Context: an optimization exercise on an open-source flow, tuned for small area and a short achievable clock period. The choices shown serve that exercise and are no tape-out recipe.
Function was checked by simulation only, so behaviour that the tests miss may differ from the original.
Power and IR drop assume default switching activity.

==> flow/design.v <==
package wave_capture_pkg;
   typedef enum logic [1:0] {
      IDLE    = 2'd0,
      ARMED   = 2'd1,
      CAPTURE = 2'd2,
      FULL    = 2'd3
   } cap_state_e;
   localparam logic [7:0] OFFSET_XOR = 8'h80;
   localparam int         SAMPLE_MSB = 15;
   localparam int         BYTE_W     = 8;
   function automatic logic [BYTE_W-1:0] to_offset(
      input logic [SAMPLE_MSB:0] s
   );
      to_offset = s[SAMPLE_MSB -: BYTE_W] ^ OFFSET_XOR;
   endfunction
   function automatic logic rising_zc(
      input logic [SAMPLE_MSB:0] prev,
      input logic [SAMPLE_MSB:0] cur
   );
      rising_zc = prev[SAMPLE_MSB] & ~cur[SAMPLE_MSB];
   endfunction
endpackage
module wave_capture_ram
#(
   parameter int ADDR_WIDTH = 8
) (
   input  logic                clk_i,
   input  logic                rst_ni,
   input  logic                we_i,       
   input  logic                last_i,     
   input  logic [wave_capture_pkg::BYTE_W-1:0] wdata_i,
   input  logic                publish_i,  
   input  logic [ADDR_WIDTH-1:0] raddr_i,
   output logic [wave_capture_pkg::BYTE_W-1:0] rdata_o
);
   localparam int BW    = wave_capture_pkg::BYTE_W;
   localparam int DEPTH = 1 << ADDR_WIDTH;
   logic [BW-1:0]          hold_q;
   logic                   shift_q;
   logic [BW*(DEPTH-1)-1:0] chain_q;    
   logic [BW*DEPTH-1:0]    disp_q;      
   logic [BW-1:0]          rdata_q;
   always_ff @(posedge clk_i) begin
      if (we_i) hold_q <= wdata_i;
   end
   always_ff @(posedge clk_i or negedge rst_ni) begin
      if (!rst_ni) shift_q <= 1'b0;
      else         shift_q <= we_i & ~last_i;
   end
   always_ff @(posedge clk_i) begin
      if (shift_q) chain_q <= {hold_q, chain_q[BW*(DEPTH-1)-1:BW]};
   end
   always_ff @(posedge clk_i) begin
      if (publish_i) disp_q <= {hold_q, chain_q};
   end
   always_ff @(posedge clk_i) begin
      rdata_q <= disp_q[BW*raddr_i +: BW];
   end
   assign rdata_o = rdata_q;
endmodule
module wave_capture
#(
   parameter int ADDR_WIDTH = 8
) (
   input  logic                  clk,
   input  logic                  reset,
   input  logic                  new_sample,
   input  logic [15:0]           sample_in,
   input  logic                  enable,
   input  logic                  frame_sync,
   input  logic [ADDR_WIDTH-1:0] read_addr,
   output logic [7:0]            read_data,
   output logic                  new_wave,
   output logic [1:0]            capture_state
);
   wave_capture_pkg::cap_state_e state_q;
   logic                  prev_neg_q;   
   logic [ADDR_WIDTH-1:0] cnt_q;
   logic                  new_wave_q;
   logic                  zc;
   logic                  tmo;
   logic                  trig;
   logic                  we;
   logic                  last;
   logic                  publish;
   assign zc   = prev_neg_q & ~sample_in[15];
   assign tmo  = &cnt_q;
   assign trig = new_sample & (zc | tmo);
   assign we      = enable & ((state_q == wave_capture_pkg::ARMED) ? trig :
                               (state_q == wave_capture_pkg::CAPTURE) & new_sample);
   assign publish = enable & (state_q == wave_capture_pkg::FULL) & frame_sync;
   assign last = (state_q == wave_capture_pkg::CAPTURE) & tmo;
   always_ff @(posedge clk or negedge reset) begin
      if (!reset) begin
         state_q    <= wave_capture_pkg::IDLE;
         prev_neg_q <= 1'b0;
         new_wave_q <= 1'b0;
      end else begin
         new_wave_q <= publish;
         if (new_sample) begin
            prev_neg_q <= sample_in[15];
         end
         if (!enable) begin
            state_q <= wave_capture_pkg::IDLE;
         end else begin
            unique case (state_q)
               wave_capture_pkg::IDLE:    state_q <= wave_capture_pkg::ARMED;
               wave_capture_pkg::ARMED:   if (trig) state_q <= wave_capture_pkg::CAPTURE;
               wave_capture_pkg::CAPTURE: if (new_sample & tmo) state_q <= wave_capture_pkg::FULL;
               wave_capture_pkg::FULL:    if (frame_sync) state_q <= wave_capture_pkg::ARMED;
               default: state_q <= wave_capture_pkg::IDLE;
            endcase
         end
      end
   end
   always_ff @(posedge clk) begin
      if (enable) begin
         unique case (state_q)
            wave_capture_pkg::IDLE: cnt_q <= '0;
            wave_capture_pkg::ARMED: begin
               if (trig)            cnt_q <= ADDR_WIDTH'(1);
               else if (new_sample) cnt_q <= cnt_q + ADDR_WIDTH'(1);
            end
            wave_capture_pkg::CAPTURE: if (new_sample) cnt_q <= cnt_q + ADDR_WIDTH'(1);
            wave_capture_pkg::FULL:    if (frame_sync) cnt_q <= '0;
            default: begin end
         endcase
      end
   end
   wave_capture_ram #(
      .ADDR_WIDTH(ADDR_WIDTH)
   ) u_ram (
      .clk_i    (clk),
      .rst_ni   (reset),
      .we_i     (we),
      .last_i   (last),
      .wdata_i  (wave_capture_pkg::to_offset(sample_in)),
      .publish_i(publish),
      .raddr_i  (read_addr),
      .rdata_o  (read_data)
   );
   assign new_wave      = new_wave_q;
   assign capture_state = state_q;
endmodule
Settings: LEC_CHECK=0, CAP_MARGIN=20, CORE_MARGIN=2, CORE_UTILIZATION=75, CTS_BUF_LIST=sky130_fd_sc_hd__clkbuf_16, CTS_CLUSTER_DIAMETER=100, CTS_CLUSTER_SIZE=25, SETUP_SLACK_MARGIN=2.6, SLEW_MARGIN=20; clock period 5.0 ns.
run.sh (not shown) runs the stock make flow with config.mk's settings and CLKGATE_MAP_FILE= SYNTH_SCRIPT=/design/flow/synth_recipe.tcl, a recipe that flattens the netlist after the stock synthesis.
Edit:
--- a/flow/design.v
+++ b/flow/design.v
@@ -40,5 +40,4 @@
    logic [BW*(DEPTH-1)-1:0] chain_q;    
    logic [BW*DEPTH-1:0]    disp_q;      
-   logic [BW-1:0]          rdata_q;
    always_ff @(posedge clk_i) begin
       if (we_i) hold_q <= wdata_i;
@@ -54,8 +53,30 @@
       if (publish_i) disp_q <= {hold_q, chain_q};
    end
+   localparam int LO  = ADDR_WIDTH / 2;
+   localparam int NLO = 1 << LO;
+   localparam int NHI = DEPTH / NLO;
+   logic [NLO-1:0] sel_lo;
+   logic [NHI-1:0] sel_hi;
+   logic [BW-1:0]  grp [NHI];
+   logic [BW-1:0]  rd0_d, rd1_d;
+   logic [BW-1:0]  rd0_nq, rd1_nq;
+   always_comb begin
+      for (int i = 0; i < NLO; i++) sel_lo[i] = (raddr_i[LO-1:0] == LO'(i));
+      for (int g = 0; g < NHI; g++) sel_hi[g] = (raddr_i[ADDR_WIDTH-1:LO] == (ADDR_WIDTH-LO)'(g));
+      rd0_d = '0;
+      rd1_d = '0;
+      for (int g = 0; g < NHI; g++) begin
+         grp[g] = '0;
+         for (int i = 0; i < NLO; i++)
+            grp[g] = grp[g] | ({BW{sel_lo[i]}} & disp_q[BW*(NLO*g+i) +: BW]);
+         if (g < NHI / 2) rd0_d = rd0_d | ({BW{sel_hi[g]}} & grp[g]);
+         else             rd1_d = rd1_d | ({BW{sel_hi[g]}} & grp[g]);
+      end
+   end
    always_ff @(posedge clk_i) begin
-      rdata_q <= disp_q[BW*raddr_i +: BW];
+      rd0_nq <= ~rd0_d;
+      rd1_nq <= ~rd1_d;
    end
-   assign rdata_o = rdata_q;
+   assign rdata_o = ~(rd0_nq & rd1_nq);
 endmodule
 module wave_capture
Outcome: Worst setup slack got worse by 88 ps; routed wire length went up by 19%; via count went up by 16%; clock power hardly moves; flip-flop and latch count went up by 8; final area went up by 1.2%; sequential power went up by 9.1%; first-iteration DRC count went up by 34%; cell count went up by 11%; die area went down by 0.73%; total power went up by 8.7%; synthesized area went down by 0.74%; global-route usage went up by 4.4 points; combinational power went up by 52%.

-- separate check: timing with driven ports --
How much do the figures lean on ideal ports? The routed layouts below were timed once more, with nothing changed but the port constraints.
Step 1 (the two cells are an assumption about what drives the block):
set clk [get_ports {clk}]
set_driving_cell -lib_cell sky130_fd_sc_hd__clkbuf_16 $clk
set_driving_cell -lib_cell sky130_fd_sc_hd__buf_2 [delete_from_list [all_inputs] $clk]
Step 2 moves the port delays by t, midway between the first and last clock arrival at a register: inputs arrive t later, outputs are due t later. That takes back most of the time a late clock gives input paths.
Three values: ideal ports, drivers, drivers and shift; two values: the first two.
run	t (ns)	setup slack, ns	hold WS [ns]	worst setup path at the end	cell pins on the clock port's net
the first run	0.938	2.493 / 2.179 / 1.241	0.381 / 0.329 / 0.430	input to register	1
the second run	0.959	2.406 / 2.335 / 1.376	0.361 / 0.294 / 0.426	input to register	1
After both steps every run listed still meets setup and hold. For the first run, which loses most, drivers alone change the setup slack by -0.314 ns; drivers and shift together by -1.252 ns.
